Source: an optimization exercise on an open RTL-to-GDS flow (aim: small area and a short achievable clock period). Production flows keep margins and buffers that such runs may drop. RTL that was checked went through simulation tests only; none was proved equivalent to the original. Power and IR drop assume default switching activity.

## ex_unit
module ex_unit (
    input  logic        clk,
    input  logic        reset_i,
    input  logic        issue_valid_i,
    input  logic [31:0] issue_pc_i,
    input  logic [31:0] issue_inst_i,
    input  logic [31:0] issue_rs1_i,
    input  logic [31:0] issue_rs2_i,
    output logic        wb_we_o,
    output logic [4:0]  wb_rd_o,
    output logic [31:0] wb_data_o,
    output logic        jump_flag_o,
    output logic [31:0] jump_addr_o
);
    ex_top u_top (
        .clk(clk), .reset_i(reset_i), .valid_i(issue_valid_i), .pc_i(issue_pc_i),
        .inst_i(issue_inst_i), .rs1_i(issue_rs1_i), .rs2_i(issue_rs2_i),
        .wb_we_o(wb_we_o), .wb_rd_o(wb_rd_o), .wb_data_o(wb_data_o),
        .jump_flag_o(jump_flag_o), .jump_addr_o(jump_addr_o)
    );
endmodule
==> flow/config.mk <==
export PLATFORM = sky130hd
export DESIGN_NAME = ex_unit
export DESIGN_NICKNAME = ex_unit
export VERILOG_FILES = /design/flow/design.v
export SDC_FILE = /design/flow/constraint.sdc
export NUM_CORES = 4
export LEC_CHECK = 0
export CAP_MARGIN = 20
export CORE_MARGIN = 2
export CORE_UTILIZATION = 40
export CTS_BUF_LIST = sky130_fd_sc_hd__clkbuf_8
export SETUP_SLACK_MARGIN = 2.45
export SLEW_MARGIN = 20
==> flow/constraint.sdc <==
create_clock -name core_clock -period 5.0 [get_ports {clk}]
set_input_delay 1.0000 -clock core_clock [delete_from_list [all_inputs] [get_ports {clk}]]
set_output_delay 1.0000 -clock core_clock [all_outputs]
set_load 0.01 [all_outputs]
standard.sh (not shown) runs the stock make flow with config.mk's settings and CLKGATE_MAP_FILE= SYNTH_SCRIPT=/design/flow/synth_recipe.tcl, a recipe that flattens the netlist after the stock synthesis.
==> flow/flow/run.sh <==
#!/bin/bash
# Standard ORFS layout; only the port buffers differ: small buffers instead of
# the resizer's default pick.
set -euo pipefail
export BUFFER_PORTS_ARGS="-buffer_cell sky130_fd_sc_hd__buf_1"
bash standard.sh > standard.log 2>&1
The starting point completed with no timing, DRC or antenna violations.
Edit:
--- a/flow/config.mk
+++ b/flow/config.mk
@@ -6,4 +6,5 @@
 export NUM_CORES = 4
 export LEC_CHECK = 0
+export ABC_AREA = 1
 export CAP_MARGIN = 20
 export CORE_MARGIN = 2
=>
- total power is higher by 2.0%
- sequential power is about the same
- global-route usage is higher by 1.7 points
- clock skew barely changes
- routed wire length is higher by about 13%
- worst setup slack degrades by 0.0089 ns
- cell count is higher by about 30%
- combinational power is lower by about 4%
- clock power is higher by about 7%
- synthesized cell count is higher by about 40%
Edit:
==> flow/flow/run.sh (replaced) <==
#!/bin/bash
# Standard ORFS layout; only the port buffers differ: small buffers instead of
# the resizer's default pick.
set -euo pipefail
export BUFFER_PORTS_ARGS="-buffer_cell sky130_fd_sc_hd__buf_2"
bash standard.sh > standard.log 2>&1
--- a/flow/config.mk
+++ b/flow/config.mk
@@ -6,9 +6,7 @@
 export NUM_CORES = 4
 export LEC_CHECK = 0
-export ABC_AREA = 1
 export CAP_MARGIN = 20
 export CORE_MARGIN = 2
 export CORE_UTILIZATION = 40
-export CTS_BUF_LIST = sky130_fd_sc_hd__clkbuf_8
 export SETUP_SLACK_MARGIN = 2.45
 export SLEW_MARGIN = 20
Non-clock buffer count came out higher by 29.
Final area came out higher by about 3%.
Count of clock-buffer cells in the layout came out higher by 3.
Global-route usage came out lower by 1.6 points.
Edit:
==> flow/flow/run.sh (replaced) <==
#!/bin/bash
# Standard ORFS layout; only the port buffers differ: small buffers instead of
# the resizer's default pick.
set -euo pipefail
export BUFFER_PORTS_ARGS="-buffer_cell sky130_fd_sc_hd__buf_1"
bash standard.sh > standard.log 2>&1
--- a/flow/config.mk
+++ b/flow/config.mk
@@ -9,4 +9,6 @@
 export CORE_MARGIN = 2
 export CORE_UTILIZATION = 40
+export CTS_BUF_LIST = sky130_fd_sc_hd__clkbuf_8
 export SETUP_SLACK_MARGIN = 2.45
 export SLEW_MARGIN = 20
+export SYNTH_HIERARCHICAL = 1
- worst hold slack barely changes
- clock skew rises by 0.010 ns
- cell area falls by 2.5%
- area after synthesis rises by 1.6%
- register-to-register slack gets worse by 0.03 ns
- routed wire length falls by 5.8%
- worst setup slack gets worse by 0.031 ns
- power falls by 10%
Edit:
--- a/flow/config.mk
+++ b/flow/config.mk
@@ -10,5 +10,4 @@
 export CORE_UTILIZATION = 40
 export CTS_BUF_LIST = sky130_fd_sc_hd__clkbuf_8
-export SETUP_SLACK_MARGIN = 2.45
+export SETUP_SLACK_MARGIN = 2.35
 export SLEW_MARGIN = 20
-export SYNTH_HIERARCHICAL = 1
After rerunning: The changed run finished clean. Core utilization fell by 1.8 points. Clock skew barely changes. Total power rose by 2.6%. Design area fell by 4.3%. Via count fell by 3.9%. Worst setup slack is worse by 0.055 ns. Routed wire length rose by 2.4%. Maximum frequency fell by 2.1%. Clock-buffer cell count is unchanged. Die area fell by 1.5%. Cell count fell by 3.9%.

---

## cedar
Starting RTL as in the previous note.
==> flow/config.mk <==
export PLATFORM = sky130hd
export DESIGN_NAME = ex_unit
export DESIGN_NICKNAME = ex_unit
export VERILOG_FILES = /design/flow/design.v
export SDC_FILE = /design/flow/constraint.sdc
export NUM_CORES = 4
export LEC_CHECK = 0
export CAP_MARGIN = 20
export CORE_MARGIN = 2
export CORE_UTILIZATION = 40
export CTS_BUF_LIST = sky130_fd_sc_hd__clkbuf_8
export GPL_ROUTABILITY_DRIVEN = 0
export SETUP_SLACK_MARGIN = 2.45
export SLEW_MARGIN = 20
==> flow/constraint.sdc <==
create_clock -name core_clock -period 5.0 [get_ports {clk}]
set_input_delay 1.0000 -clock core_clock [delete_from_list [all_inputs] [get_ports {clk}]]
set_output_delay 1.0000 -clock core_clock [all_outputs]
set_load 0.01 [all_outputs]
==> flow/flow/run.sh <==
#!/bin/bash
# Standard ORFS layout; only the port buffers differ: small buffers instead of
# the resizer's default pick.
set -euo pipefail
export BUFFER_PORTS_ARGS="-buffer_cell sky130_fd_sc_hd__buf_1"
bash standard.sh > standard.log 2>&1
The inputs of zinc differ from those of cedar as listed below.
- a change of SETUP_SLACK_MARGIN from 2.45 to 2.2
- a deleted GPL_ROUTABILITY_DRIVEN that had been 0
- a deleted CTS_BUF_LIST that had been sky130_fd_sc_hd__clkbuf_8
==> flow/flow/run.sh <==
#!/bin/bash
# Standard ORFS layout; only the port buffers differ: small buffers instead of
# the resizer's default pick.
set -euo pipefail
export BUFFER_PORTS_ARGS="-buffer_cell sky130_fd_sc_hd__buf_2"
bash standard.sh > standard.log 2>&1
--- outcome ---
| sequential logic power | zinc vs cedar | ≈ equal |. Compared with cedar, zinc shows a higher arrival time of data at the critical path endpoint. zinc vs. cedar: routed wire length went up by 1.5%. zinc vs cedar, start point of the critical path: u_top.u_decode.x_o[21]$_DFF_P_ vs u_top.u_decode.y_o[4]$_DFF_P_. First-iteration DRC count: zinc lower than cedar. zinc vs cedar: clock group total power up by more than a quarter.
Relative to zinc, the following input files were edited for maple:
- SETUP_SLACK_MARGIN changed from 2.2 to 2.45
==> flow/flow/run.sh <==
#!/bin/bash
# Standard ORFS layout; only the port buffers differ: small buffers instead of
# the resizer's default pick.
set -euo pipefail
export BUFFER_PORTS_ARGS="-buffer_cell sky130_fd_sc_hd__buf_1"
bash standard.sh > standard.log 2>&1
### Flow results
- In the reports for zinc and maple, the larger cell area belongs to maple.
- Count of clock-buffer cells in the layout | maple above zinc
- The non-clock buffer contribution to total cell area in maple was higher than what zinc gave.
- Re maximum number of pins on one net before global-route repair: zinc and maple aren't equal, and the lower value belongs to maple.
- Row number of vias per cell: maple higher / zinc lower
- maple against zinc: core utilization went up, routed wire length increased 3.8%, post-layout worst setup margin climbed 0.16 ns.
For xenon, these inputs were changed with respect to maple:
- CTS_BUF_LIST newly set to sky130_fd_sc_hd__clkbuf_8
- CORE_UTILIZATION changed from 40 to 55
### Flow results
From maple to xenon the numbers moved as follows: switching power -about 4%, share of the core filled with cells in the final layout moved up, depth of the critical timing path with buffers and inverters included picked up an extra 2, worst hold slack higher.
Run comparison: maple start point of the critical path u_top.u_decode.x_o[21]$_DFF_P_; xenon start point of the critical path u_top.u_decode.y_o[4]$_DFF_P_

---

## quartz
Another version of the RTL of ex_unit (not shown whole).
For scale: roughly 1,200 cells after synthesis, ~190 flip-flops, roughly 200 I/O pins, about 0.011 sq mm of cells after synthesis.
==> flow/config.mk <==
export PLATFORM = sky130hd
export DESIGN_NAME = ex_unit
export DESIGN_NICKNAME = ex_unit
export VERILOG_FILES = /design/flow/design.v
export SDC_FILE = /design/flow/constraint.sdc
export NUM_CORES = 4
export LEC_CHECK = 0
export CAP_MARGIN = 20
export CORE_MARGIN = 2
export CORE_UTILIZATION = 40
export SETUP_SLACK_MARGIN = 2.5
export SLEW_MARGIN = 20
==> flow/constraint.sdc <==
create_clock -name core_clock -period 5.0 [get_ports {clk}]
set_input_delay 1.0000 -clock core_clock [delete_from_list [all_inputs] [get_ports {clk}]]
set_output_delay 1.0000 -clock core_clock [all_outputs]
set_load 0.01 [all_outputs]
==> flow/flow/run.sh <==
#!/bin/bash
# Standard ORFS layout; only the port buffers differ: small buffers instead of
# the resizer's default pick.
set -euo pipefail
export BUFFER_PORTS_ARGS="-buffer_cell sky130_fd_sc_hd__buf_2"
bash standard.sh > standard.log 2>&1
quartz went all the way through synthesis, placement and routing and the layout is clean on timing, DRC and antenna.
Changes in violet relative to quartz:
- removing SETUP_SLACK_MARGIN (formerly 2.5)
==> flow/run.sh (new file) <==
#!/bin/bash
# synth_recipe.tcl (not shown) runs the flow's synth.tcl, then flattens the netlist and writes it again
# the make line also repeats each setting of config.mk as NAME=value (left out here)
make -C /OpenROAD-flow-scripts/flow DESIGN_CONFIG=/design/flow/config.mk WORK_HOME=/design/flow/orfs CLKGATE_MAP_FILE= SYNTH_SCRIPT=/design/flow/synth_recipe.tcl finish
removed: flow/flow/run.sh
removed: flow/standard.sh
--- outcome ---
- For clock latency at the later pin of the worst-skew pair, violet and quartz come out practically identical.
- Changes observed in violet relative to quartz: met2 layer usage reported by global route went down by 1.9 points; layout-stage area growth over the synthesis result saw a decrease; wire length of the first global-routing pass lower; final worst-path cycle share now sits higher; met1 usage went down by 1.3 points.
Input-level comparison between onyx and violet:
- an added SETUP_SLACK_MARGIN of 2.2
- a change of CORE_UTILIZATION from 40 to 60
==> flow/flow/run.sh (new file) <==
#!/bin/bash
# Standard ORFS layout; only the port buffers differ: small buffers instead of
# the resizer's default pick.
set -euo pipefail
export BUFFER_PORTS_ARGS="-buffer_cell sky130_fd_sc_hd__buf_2"
bash standard.sh > standard.log 2>&1
==> flow/standard.sh (new file) <==
#!/bin/bash
# synth_recipe.tcl (not shown) runs the flow's synth.tcl, then flattens the netlist and writes it again
# the make line also repeats each setting of config.mk as NAME=value (left out here)
make -C /OpenROAD-flow-scripts/flow DESIGN_CONFIG=/design/flow/config.mk WORK_HOME=/design/flow/orfs CLKGATE_MAP_FILE= SYNTH_SCRIPT=/design/flow/synth_recipe.tcl "${@:-finish}"
removed: flow/run.sh
~same max capacitance violation total in onyx and violet. Compared with violet, onyx shows a setup slack that is 0.54 ns higher. Delta (onyx minus violet): half-perimeter wire length of the detailed placement result saw a decrease; total setup buffers inserted after CTS saw an increase. Run comparison: onyx startpoint of the most critical setup path u_top.u_decode.x_o[14]$_DFF_P_; violet startpoint of the most critical setup path issue_inst_i[4]. The final layout from onyx, which completed every stage, passed the timing, design-rule and antenna checks at the end of the flow.
[inputs] yarrow vs onyx
- swapping 60 for 40 in CORE_UTILIZATION
Notes after the runs:
Antenna diode instance count came out lower on yarrow than on onyx. Summary of yarrow over onyx: power per unit of standard cell area climbed 0.99%; layout-stage area growth over the synthesis result climbed 5.2 points; overall power of the completed layout climbed about 5%; cell area climbed 4.3%. Max global-route wire length before repair across onyx and yarrow: yarrow. yarrow went all the way through synthesis, placement and routing and the layout is clean on timing, DRC and antenna. onyx went all the way through the flow, and no timing, DRC or antenna check failed.
Modified inputs, indigo compared to yarrow
- changing SETUP_SLACK_MARGIN from 2.2 to 2.8
--- outcome ---
Compared with yarrow, in indigo non-clock buffer count grew by 79, power in the clock group decreased about 4%, average detailed-routed wire length per instance went up, power +1.4%. Compared with yarrow, indigo shows a higher combinational power. Looking at minimum setup slack in the final design, indigo sits 0.027 ns below yarrow. yarrow -> indigo: number of ordinary inverters in the final layout decreased slightly. Design area delta (indigo − yarrow): unfavourable. Compared with yarrow, first-pass GRT wire length in indigo increased by a few percent. Utilization is lower on yarrow.
diff inputs: indigo => nickel
- SETUP_SLACK_MARGIN: 2.8 -> unset
==> comparison <==
Global-route usage ends up lower on nickel.
Comparing nickel and indigo, the higher met1 track demand over resource in global routing was measured on indigo.
indigo -> nickel: total power of the final layout decreased by a few percent
Summary of nickel over indigo: combinational logic power went down by 29%, minimum clock period up 0.58 ns.
nickel vs indigo on power in the clock group: nickel is the higher one.
indigo ended up with sky130_fd_sc_hd__a311oi_2 as its library cell contributing the largest single delay on the critical path; nickel ended up with sky130_fd_sc_hd__ha_1.
Across both runs, power density normalized to cell area was higher for nickel than for indigo.
Measured slew at the worst slew-check pin in nickel is 0.33 ns above indigo.

---

The RTL this note starts from:
==> flow/design.v <==
`default_nettype none
package ex_pkg;
    localparam logic [6:0] op_imm    = 7'b0010011;
    localparam logic [6:0] op_reg    = 7'b0110011;
    localparam logic [6:0] op_branch = 7'b1100011;
    localparam logic [6:0] op_jal    = 7'b1101111;
    localparam logic [6:0] op_jalr   = 7'b1100111;
    localparam logic [6:0] op_lui    = 7'b0110111;
    localparam logic [6:0] op_auipc  = 7'b0010111;
endpackage
`default_nettype wire
`timescale 1ns/10ps
`default_nettype none
module ex_decode (
    input  logic        clk,
    input  logic        reset_i,
    input  logic        valid_i,
    input  logic [31:0] pc_i,
    input  logic [31:0] inst_i,
    input  logic [31:0] rs1_i,
    input  logic [31:0] rs2_i,
    output logic [31:0] x_o,       
    output logic [31:0] y_o,       
    output logic [31:0] link_o,    
    output logic        cin_o,     
    output logic        s_add_o,   
    output logic        s_sr_o,
    output logic        s_sl_o,
    output logic        s_p_o,
    output logic        s_g_o,
    output logic        s_slt_o,
    output logic        s_sltu_o,
    output logic        s_link_o,
    output logic        arith_o,
    output logic        we_o,
    output logic [4:0]  rd_o,
    output logic        jump_o,
    output logic        bit0_o     
);
    logic [6:0] opc;
    logic [2:0] f3;
    logic       alt;
    logic       ok;
    logic       is_op, is_opimm, is_alu, is_lui, is_auipc, is_jal, is_jalr, is_br;
    logic       f_add, f_sub, f_sll, f_slt, f_sltu, f_xor, f_sr, f_or, f_and;
    logic       inv;
    logic       eq, lt, ltu, taken;
    logic [31:0] imm_i, imm_u, imm_b, imm_j;
    logic [31:0] rs1_rev;
    logic [31:0] x_d, y_d;
    assign opc = inst_i[6:0];
    assign f3  = inst_i[14:12];
    assign alt = inst_i[30];
    assign ok  = valid_i & ~reset_i;
    assign is_op    = opc == ex_pkg::op_reg;
    assign is_opimm = opc == ex_pkg::op_imm;
    assign is_alu   = is_op | is_opimm;
    assign is_lui   = opc == ex_pkg::op_lui;
    assign is_auipc = opc == ex_pkg::op_auipc;
    assign is_jal   = opc == ex_pkg::op_jal;
    assign is_jalr  = (opc == ex_pkg::op_jalr) & (f3 == 3'b000);
    assign is_br    = (opc == ex_pkg::op_branch) & (f3[2:1] != 2'b01);
    assign f_sub  = is_op & (f3 == 3'b000) & alt;
    assign f_add  = is_alu & (f3 == 3'b000) & ~f_sub;
    assign f_sll  = is_alu & (f3 == 3'b001);
    assign f_slt  = is_alu & (f3 == 3'b010);
    assign f_sltu = is_alu & (f3 == 3'b011);
    assign f_xor  = is_alu & (f3 == 3'b100);
    assign f_sr   = is_alu & (f3 == 3'b101);
    assign f_or   = is_alu & (f3 == 3'b110);
    assign f_and  = is_alu & (f3 == 3'b111);
    assign inv    = f_sub | f_slt | f_sltu;
    assign imm_i = {{20{inst_i[31]}}, inst_i[31:20]};
    assign imm_u = {inst_i[31:12], 12'b0};
    assign imm_b = {{20{inst_i[31]}}, inst_i[7], inst_i[30:25], inst_i[11:8], 1'b0};
    assign imm_j = {{12{inst_i[31]}}, inst_i[19:12], inst_i[20], inst_i[30:21], 1'b0};
    always_comb begin
        for (int i = 0; i < 32; i++) rs1_rev[i] = rs1_i[31-i];
    end
    assign x_d = ({32{(is_alu & ~f_sll) | is_jalr}} & rs1_i)
               | ({32{f_sll}} & rs1_rev)
               | ({32{is_auipc | is_jal | is_br}} & pc_i);
    assign y_d = ({32{is_op}} & rs2_i)
               | ({32{is_opimm | is_jalr}} & imm_i)
               | ({32{is_lui | is_auipc}} & imm_u)
               | ({32{is_br}} & imm_b)
               | ({32{is_jal}} & imm_j);
    assign eq    = rs1_i == rs2_i;
    assign ltu   = rs1_i < rs2_i;
    assign lt    = $signed(rs1_i) < $signed(rs2_i);
    always_comb begin
        case (f3[2:1])
            2'b00:   taken = eq ^ f3[0];
            2'b10:   taken = lt ^ f3[0];
            default: taken = ltu ^ f3[0];
        endcase
    end
    always_ff @(posedge clk) begin
        x_o      <= x_d;
        y_o      <= y_d ^ {32{inv}};
        link_o   <= pc_i + 32'd4;
        cin_o    <= inv;
        s_add_o  <= ok & (f_add | f_sub | is_lui | is_auipc);
        s_sr_o   <= ok & f_sr;
        s_sl_o   <= ok & f_sll;
        s_p_o    <= ok & (f_xor | f_or);
        s_g_o    <= ok & (f_and | f_or);
        s_slt_o  <= ok & f_slt;
        s_sltu_o <= ok & f_sltu;
        s_link_o <= ok & (is_jal | is_jalr);
        arith_o  <= alt & ~f_sll;
        we_o     <= ok & (is_alu | is_lui | is_auipc | is_jal | is_jalr);
        rd_o     <= inst_i[11:7] & {5{ok & (is_alu | is_lui | is_auipc | is_jal | is_jalr)}};
        jump_o   <= ok & (is_jal | is_jalr | (is_br & taken));
        bit0_o   <= ~is_jalr;
    end
endmodule
`default_nettype wire
`timescale 1ns/10ps
`default_nettype none
module ex_alu (
    input  logic        clk,
    input  logic        reset_i,
    input  logic [31:0] x_i,
    input  logic [31:0] y_i,
    input  logic [31:0] link_i,
    input  logic        cin_i,
    input  logic        s_add_i,
    input  logic        s_sr_i,
    input  logic        s_sl_i,
    input  logic        s_p_i,
    input  logic        s_g_i,
    input  logic        s_slt_i,
    input  logic        s_sltu_i,
    input  logic        s_link_i,
    input  logic        arith_i,
    input  logic        we_i,
    input  logic [4:0]  rd_i,
    input  logic        jump_i,
    input  logic        bit0_i,
    output logic        wb_we_o,
    output logic [4:0]  wb_rd_o,
    output logic [31:0] wb_data_o,
    output logic        jump_flag_o,
    output logic [31:0] jump_addr_o
);
    logic        rn;
    logic [31:0] p, g, sum, shr, result;
    logic        cout, lt, ltu, jmp;
    assign rn   = ~reset_i;
    assign p    = x_i ^ y_i;
    assign g    = x_i & y_i;
    logic [31:0] gg [0:5];
    logic [31:0] pp [0:5];
    always_comb begin
        gg[0] = g;
        pp[0] = p;
        gg[0][0] = g[0] | (p[0] & cin_i);
        for (int l = 0; l < 5; l++) begin
            for (int i = 0; i < 32; i++) begin
                if ((i >> l) & 1) begin
                    gg[l+1][i] = gg[l][i] | (pp[l][i] & gg[l][((i >> l) << l) - 1]);
                    pp[l+1][i] = pp[l][i] & pp[l][((i >> l) << l) - 1];
                end else begin
                    gg[l+1][i] = gg[l][i];
                    pp[l+1][i] = pp[l][i];
                end
            end
        end
    end
    assign sum  = p ^ {gg[5][30:0], cin_i};
    assign cout = gg[5][31];
    assign ltu  = ~cout;
    assign lt   = (x_i[31] == y_i[31]) ? x_i[31] : ~cout;
    logic [32:0] ext, ext_sh;
    assign ext    = {arith_i & x_i[31], x_i};
    assign ext_sh = $signed(ext) >>> y_i[4:0];
    assign shr    = ext_sh[31:0];
    always_comb begin
        for (int i = 0; i < 32; i++) begin
            result[i] = (s_add_i & sum[i]) | (s_sr_i & shr[i]) | (s_sl_i & shr[31-i])
                      | (s_p_i & p[i]) | (s_g_i & g[i]) | (s_link_i & link_i[i]);
        end
        result[0] = result[0] | (s_slt_i & lt) | (s_sltu_i & ltu);
    end
    assign jmp = jump_i & rn;
    always_ff @(posedge clk) begin
        wb_we_o     <= we_i & rn;
        wb_rd_o     <= rd_i & {5{rn}};
        wb_data_o   <= result & {32{rn}};
        jump_flag_o <= jmp;
        jump_addr_o <= {sum[31:1], sum[0] & bit0_i} & {32{jmp}};
    end
endmodule
`default_nettype wire
`timescale 1ns/10ps
`default_nettype none
module ex_top (
    input  logic        clk,
    input  logic        reset_i,
    input  logic        valid_i,
    input  logic [31:0] pc_i,
    input  logic [31:0] inst_i,
    input  logic [31:0] rs1_i,
    input  logic [31:0] rs2_i,
    output logic        wb_we_o,
    output logic [4:0]  wb_rd_o,
    output logic [31:0] wb_data_o,
    output logic        jump_flag_o,
    output logic [31:0] jump_addr_o
);
    logic [31:0] x, y, link;
    logic        cin, s_add, s_sr, s_sl, s_p, s_g, s_slt, s_sltu, s_link, arith;
    logic        we, jump, bit0;
    logic [4:0]  rd;
    ex_decode u_decode (
        .clk(clk), .reset_i(reset_i), .valid_i(valid_i), .pc_i(pc_i), .inst_i(inst_i),
        .rs1_i(rs1_i), .rs2_i(rs2_i),
        .x_o(x), .y_o(y), .link_o(link), .cin_o(cin), .s_add_o(s_add), .s_sr_o(s_sr),
        .s_sl_o(s_sl), .s_p_o(s_p), .s_g_o(s_g), .s_slt_o(s_slt), .s_sltu_o(s_sltu),
        .s_link_o(s_link), .arith_o(arith), .we_o(we), .rd_o(rd), .jump_o(jump), .bit0_o(bit0)
    );
    ex_alu u_alu (
        .clk(clk), .reset_i(reset_i),
        .x_i(x), .y_i(y), .link_i(link), .cin_i(cin), .s_add_i(s_add), .s_sr_i(s_sr),
        .s_sl_i(s_sl), .s_p_i(s_p), .s_g_i(s_g), .s_slt_i(s_slt), .s_sltu_i(s_sltu),
        .s_link_i(s_link), .arith_i(arith), .we_i(we), .rd_i(rd), .jump_i(jump), .bit0_i(bit0),
        .wb_we_o(wb_we_o), .wb_rd_o(wb_rd_o), .wb_data_o(wb_data_o),
        .jump_flag_o(jump_flag_o), .jump_addr_o(jump_addr_o)
    );
endmodule
`default_nettype wire
`timescale 1ns/10ps
`default_nettype none
module ex_unit (
    input  logic        clk,
    input  logic        reset_i,
    input  logic        issue_valid_i,
    input  logic [31:0] issue_pc_i,
    input  logic [31:0] issue_inst_i,
    input  logic [31:0] issue_rs1_i,
    input  logic [31:0] issue_rs2_i,
    output logic        wb_we_o,
    output logic [4:0]  wb_rd_o,
    output logic [31:0] wb_data_o,
    output logic        jump_flag_o,
    output logic [31:0] jump_addr_o
);
    ex_top u_top (
        .clk(clk), .reset_i(reset_i), .valid_i(issue_valid_i), .pc_i(issue_pc_i),
        .inst_i(issue_inst_i), .rs1_i(issue_rs1_i), .rs2_i(issue_rs2_i),
        .wb_we_o(wb_we_o), .wb_rd_o(wb_rd_o), .wb_data_o(wb_data_o),
        .jump_flag_o(jump_flag_o), .jump_addr_o(jump_addr_o)
    );
endmodule
`default_nettype wire
make LEC_CHECK=0 CAP_MARGIN=20 CORE_MARGIN=2 CORE_UTILIZATION=40 SETUP_SLACK_MARGIN=2.6 SLEW_MARGIN=20 finish   # period 5.0 ns
run.sh (not shown) runs the stock make flow with config.mk's settings and CLKGATE_MAP_FILE= SYNTH_SCRIPT=/design/flow/synth_recipe.tcl, a recipe that flattens the netlist after the stock synthesis.
Stock flow here: none of the scripts above is used.
==> next run, changes <==
==> flow/flow/run.sh (new file) <==
#!/bin/bash
# Standard ORFS layout; only the port buffers differ: small buffers instead of
# the resizer's default pick.
set -euo pipefail
export BUFFER_PORTS_ARGS="-buffer_cell sky130_fd_sc_hd__buf_1"
bash standard.sh > standard.log 2>&1
==> flow/standard.sh (new file) <==
#!/bin/bash
# synth_recipe.tcl (not shown) runs the flow's synth.tcl, then flattens the netlist and writes it again
# the make line also repeats each setting of config.mk as NAME=value (left out here)
make -C /OpenROAD-flow-scripts/flow DESIGN_CONFIG=/design/flow/config.mk WORK_HOME=/design/flow/orfs CLKGATE_MAP_FILE= SYNTH_SCRIPT=/design/flow/synth_recipe.tcl "${@:-finish}"
Settings changed: SETUP_SLACK_MARGIN 2.6 to not set.
removed: flow/run.sh
What happened: The new run passed the timing, design-rule and antenna checks. Core utilization drops by 14 points. Combinational power drops by 35%. Cell count went down by 5.6%. Area after synthesis stays the same. Clock-buffer cell count climbs by 1. Non-clock buffer count shrinks by 106. Global-route usage shrinks by 3.4 points. Via count decreases by 7.9%.
==> next run, changes <==
==> flow/run.sh (new file) <==
#!/bin/bash
# synth_recipe.tcl (not shown) runs the flow's synth.tcl, then flattens the netlist and writes it again
# the make line also repeats each setting of config.mk as NAME=value (left out here)
make -C /OpenROAD-flow-scripts/flow DESIGN_CONFIG=/design/flow/config.mk WORK_HOME=/design/flow/orfs CLKGATE_MAP_FILE= SYNTH_SCRIPT=/design/flow/synth_recipe.tcl finish
Settings changed: SETUP_SLACK_MARGIN set to 2.0.
removed: flow/flow/run.sh
removed: flow/standard.sh
The changed run produced a clean layout.
Power goes up by 2.3%.
Design area goes up by 13%.
Cell count goes up by 1.1%.
Worst setup slack improves by 0.48 ns.
Sequential cell count is unchanged.
First-iteration DRC count goes down by 22%.
Combinational power goes up by 28%.
Routed wire length goes up by 1.3%.
Sequential share of layout area goes down by 3.2 points.
==> next run, changes <==
==> flow/flow/run.sh (new file) <==
#!/bin/bash
# Standard ORFS layout; only the port buffers differ: small buffers instead of
# the resizer's default pick.
set -euo pipefail
export BUFFER_PORTS_ARGS="-buffer_cell sky130_fd_sc_hd__buf_2"
bash standard.sh > standard.log 2>&1
==> flow/standard.sh (new file) <==
#!/bin/bash
# synth_recipe.tcl (not shown) runs the flow's synth.tcl, then flattens the netlist and writes it again
# the make line also repeats each setting of config.mk as NAME=value (left out here)
make -C /OpenROAD-flow-scripts/flow DESIGN_CONFIG=/design/flow/config.mk WORK_HOME=/design/flow/orfs CLKGATE_MAP_FILE= SYNTH_SCRIPT=/design/flow/synth_recipe.tcl "${@:-finish}"
Settings changed: SETUP_SLACK_MARGIN 2.0 to not set.
removed: flow/run.sh
What happened: The changed run finished clean. Sequential share of layout area grows by 2.6 points. Via count went down by 0.35%. Global-route usage came out higher by 0.48 points. Design area shrinks by 9.5%. Setup slack is worse by 0.35 ns. Die area is unchanged. Worst hold slack barely changes. Register-to-register slack degrades by 0.55 ns. Wire length came out higher by 0.95%. Sequential power barely changes. Power barely changes.
Function was not checked in any run of this note: the RTL went through the layout flow alone.

[separate check: timing with driven ports]
Ports are ideal in the flow. The routed layouts listed here were re-timed in OpenROAD.
Step 1 (the two cells are an assumption about what drives the block):
set clk [get_ports {clk}]
set_driving_cell -lib_cell sky130_fd_sc_hd__clkbuf_16 $clk
set_driving_cell -lib_cell sky130_fd_sc_hd__buf_2 [delete_from_list [all_inputs] $clk]
Step 2 moves the port delays by t, midway between the first and last clock arrival at a register: inputs arrive t later, outputs are due t later. That takes back most of the time a late clock gives input paths.
Slacks: ideal / step 1 / step 2; pairs: ideal / step 1.
run	shift t [ns]	setup WS [ns]	worst setup path at the end	worst slew at a driven data input, ns
the first run of note 1	0.530	2.482 / 2.490 / 1.974	input to register	0.07
the second run of note 1	0.538	2.474 / 2.502 / 1.964	input to register	0.06
the third run of note 1	0.485	2.450 / 2.450 / 2.010	input to register	0.05
the fourth run of note 1	0.524	2.419 / 2.419 / 1.944	input to register	0.05
the fifth run of note 1	0.517	2.363 / 2.363 / 1.937	input to register	0.05
cedar	0.525	2.431 / 2.431 / 1.938	input to register	0.07
zinc	0.492	2.300 / 2.300 / 1.835	input to register	0.05
maple	0.486	2.465 / 2.465 / 1.989	input to register	0.07
xenon	0.513	2.343 / 2.343 / 1.984	input to register	0.07
quartz	0.491	2.213 / 2.213 / 2.052	input to register	0.07
violet	0.482	1.604 / 1.632 / 1.150	input to register	0.06
onyx	0.489	2.145 / 2.145 / 1.742	input to register	0.07
yarrow	0.497	2.246 / 2.246 / 1.811	input to register	0.05
indigo	0.496	2.219 / 2.219 / 2.101	input to register	0.08
nickel	0.492	1.635 / 1.635 / 1.498	input to register	0.07
the first run of note 4	0.502	2.098 / 2.098 / 1.907	input to register	0.07
the second run of note 4	0.492	1.403 / 1.424 / 0.932	input to register	0.05
the third run of note 4	0.496	1.886 / 1.903 / 1.407	input to register	0.06
the fourth run of note 4	0.491	1.532 / 1.532 / 1.398	input to register	0.06
After both steps every run listed still meets setup and hold. For the second run of note 1, which loses most, drivers alone change the setup slack by +0.028 ns; drivers and shift together by -0.510 ns.
